Source: an optimization exercise on an open RTL-to-GDS flow (aim: small area, a short achievable clock period and few clock cycles per item). Production flows keep margins and buffers that such runs may drop. Function was checked by simulation only, so behaviour that the tests miss may differ from the original. Power and IR drop assume default switching activity.

## build 78
==> flow/design.v (excerpt) <==
module decode_alu_core #(
    parameter int K = 8,   
    parameter int DR = 2   
) (
    input  logic        clk,
    input  logic        rst,
    input  logic [6:0]  opcode,
    input  logic [2:0]  funct3,
    input  logic [6:0]  funct7,
    input  logic        NOP,
    output logic [2:0]  ImmType,
    output logic        B_Zero,
    output logic [1:0]  isPC_select,
    output logic        RegWriteHZ,
    output logic        MemWriteHZ,
    output logic        MemReadHZ,
    output logic        ALUSrcHZ,
    output logic        BranchHZ,
    output logic        JumpHZ,
    output logic        JumpRegHZ,
    output logic [1:0]  ResultSrcHZ,
    output logic [2:0]  ImmTypeHZ,
    output logic [4:0]  ALUControlHZ,
    input  logic [31:0] rdA,
    input  logic [31:0] rdB,
    input  logic [4:0]  ALUControl,
    output logic [31:0] ALUresult,
    output logic        Carry,
    output logic        Zero,
    output logic        mul_done,
    output logic        div_done
);
Size in the first run: about 5600 cells after synthesis, roughly 110 flip-flops, about 150 I/O pins, ~32000 um^2 of cells after synthesis.
export LEC_CHECK = 0
export ABC_AREA = 1
export CAP_MARGIN = 20
export CORE_MARGIN = 2
export CORE_UTILIZATION = 40
export SETUP_SLACK_MARGIN = 4.5
export SLEW_MARGIN = 20
export SYNTH_HIERARCHICAL = 1
export TNS_END_PERCENT = 0
create_clock -name core_clock -period 12.5 [get_ports {clk}]
standard.sh (not shown) runs the stock make flow with config.mk's settings and CLKGATE_MAP_FILE= SYNTH_SCRIPT=/design/flow/synth_recipe.tcl, a recipe that flattens the netlist after the stock synthesis.
==> flow/flow/run.sh <==
#!/bin/bash
# The standard layout (standard.sh: synthesis to the routed layout), with one change:
# the port buffers that global placement inserts are buf_4 cells rather than the
# default choice, a slow delay buffer. Every port is still buffered.
set -o pipefail
export BUFFER_PORTS_ARGS="-buffer_cell sky130_fd_sc_hd__buf_4"
bash standard.sh > standard.log 2>&1
status=$?
tail -40 standard.log
exit $status
Build 78 | stages: all done | timing, DRC, antenna: all pass
Testbench counts of build 78, summed over its fixed seeds: cycles 41,189, instrs 24,000.
#### Input delta (build 29 over build 78)
-- flow/config.mk --
<<< build 78, line 9
export CAP_MARGIN = 20
export CORE_MARGIN = 2
export CORE_UTILIZATION = 40
export SETUP_SLACK_MARGIN = 4.5
export SLEW_MARGIN = 20
>>> build 29, line 9
export CAP_MARGIN = 20
export CORE_MARGIN = 2
export CORE_UTILIZATION = 50
export SETUP_SLACK_MARGIN = 4.5
export SLEW_MARGIN = 20
Findings:
Per the comparison of build 29 with build 78, fmax +0.0023 GHz; post-layout instance area went up by 350 um^2. Compared with build 78, in build 29 leakage component of the power moved up; met1 wire length moved down; power after layout moved up. Slowest cell on the critical path: fa_1 -> build 29, clkinv_1 -> build 78. Build 29: flow completed, timing, DRC and antenna clean.
For build 95, these inputs were changed with respect to build 29:
-- flow/config.mk --
<<< build 29, line 10
export CORE_MARGIN = 2
export CORE_UTILIZATION = 50
export SETUP_SLACK_MARGIN = 4.5
export SLEW_MARGIN = 20
export SYNTH_HIERARCHICAL = 1
>>> build 95, line 10
export CORE_MARGIN = 2
export CORE_UTILIZATION = 50
export SETUP_SLACK_MARGIN = 5.0
export SLEW_MARGIN = 20
export SYNTH_HIERARCHICAL = 1
==> comparison <==
| final cell area excluding filler cells | lower: build 29 |
Against build 29, build 95 reports a global-route usage that is higher.
The met1 wire length of build 95 is higher than that of build 29.
Status | build 29 and build 95 | clean
Portion of total power attributed to the clock network: build 29 vs build 95, no meaningful difference
Power consumption, build 29 and build 95: lower on build 29
The path length in cells of the critical path reported for build 95 is greater than that of build 29 by 9.
Compared with build 29, in build 95 number of buffers inserted by post-CTS setup repair now sits higher; number of CTS-inserted buffers now sits at about the same level; setup slack now sits higher; proportion of cell area occupied by multi-input gates now sits lower; routed wire length now sits higher.

Starting RTL as in the previous note.
clock: 12.5 ns
lec_check: 0
abc_area: 1
cap_margin: 20
core_margin: 2
core_utilization: 50
gpl_routability_driven: 0
setup_slack_margin: 4.5
slew_margin: 20
synth_hierarchical: 1
tns_end_percent: 0
Scripts as last shown in full above: flow/flow/run.sh
Testbench counts at the start, summed over its fixed seeds: cycles 41,189, instrs 24,000.
Next try:
--- a/flow/config.mk
+++ b/flow/config.mk
@@ -7,7 +7,5 @@
 export LEC_CHECK = 0
-export ABC_AREA = 1
 export CAP_MARGIN = 20
 export CORE_MARGIN = 2
-export CORE_UTILIZATION = 50
-export GPL_ROUTABILITY_DRIVEN = 0
+export CORE_UTILIZATION = 40
 export SETUP_SLACK_MARGIN = 4.5
After rerunning: Total power goes down by about 11%; utilization fell by 11 points; final area goes up by 5.9%; non-clock buffer count went up by 4; register-to-register slack is better by 0.16 ns; cell count came out lower by 11%; wire length went up by about 10%.

-- separate check: timing with driven ports --
How much do the figures lean on ideal ports? The routed layouts below were timed once more, with nothing changed but the port constraints.
Step 1 (the two cells are an assumption about what drives the block):
set clk [get_ports {clk}]
set_driving_cell -lib_cell sky130_fd_sc_hd__clkbuf_16 $clk
set_driving_cell -lib_cell sky130_fd_sc_hd__buf_2 [delete_from_list [all_inputs] $clk]
Step 2 times the ports against the registers' clock, not the clock port: input delays grow and output delays shrink by t, the midpoint of the rising clock arrivals with the driver on.
a / b / c = ideal ports / drivers / drivers and shift; a / b = the first two.
run | shift t [ns] | slack for setup (ns) | worst hold slack (ns)
build 78 | 0.433 | 4.119 / 4.056 / 3.622 | 0.465 / 0.465 / 0.465
build 29 | 0.440 | 4.279 / 4.168 / 3.776 | 0.465 / 0.465 / 0.465
build 95 | 0.448 | 4.301 / 4.176 / 3.728 | 0.465 / 0.465 / 0.465
the first run of note 2 | 0.443 | 4.201 / 4.149 / 3.706 | 0.472 / 0.472 / 0.472
the second run of note 2 | 0.455 | 4.345 / 4.139 / 3.982 | 0.505 / 0.505 / 0.505
After both steps setup and hold are still met in every run listed. For build 95, which loses most, drivers alone change the setup slack by -0.125 ns; drivers and shift together by -0.573 ns.
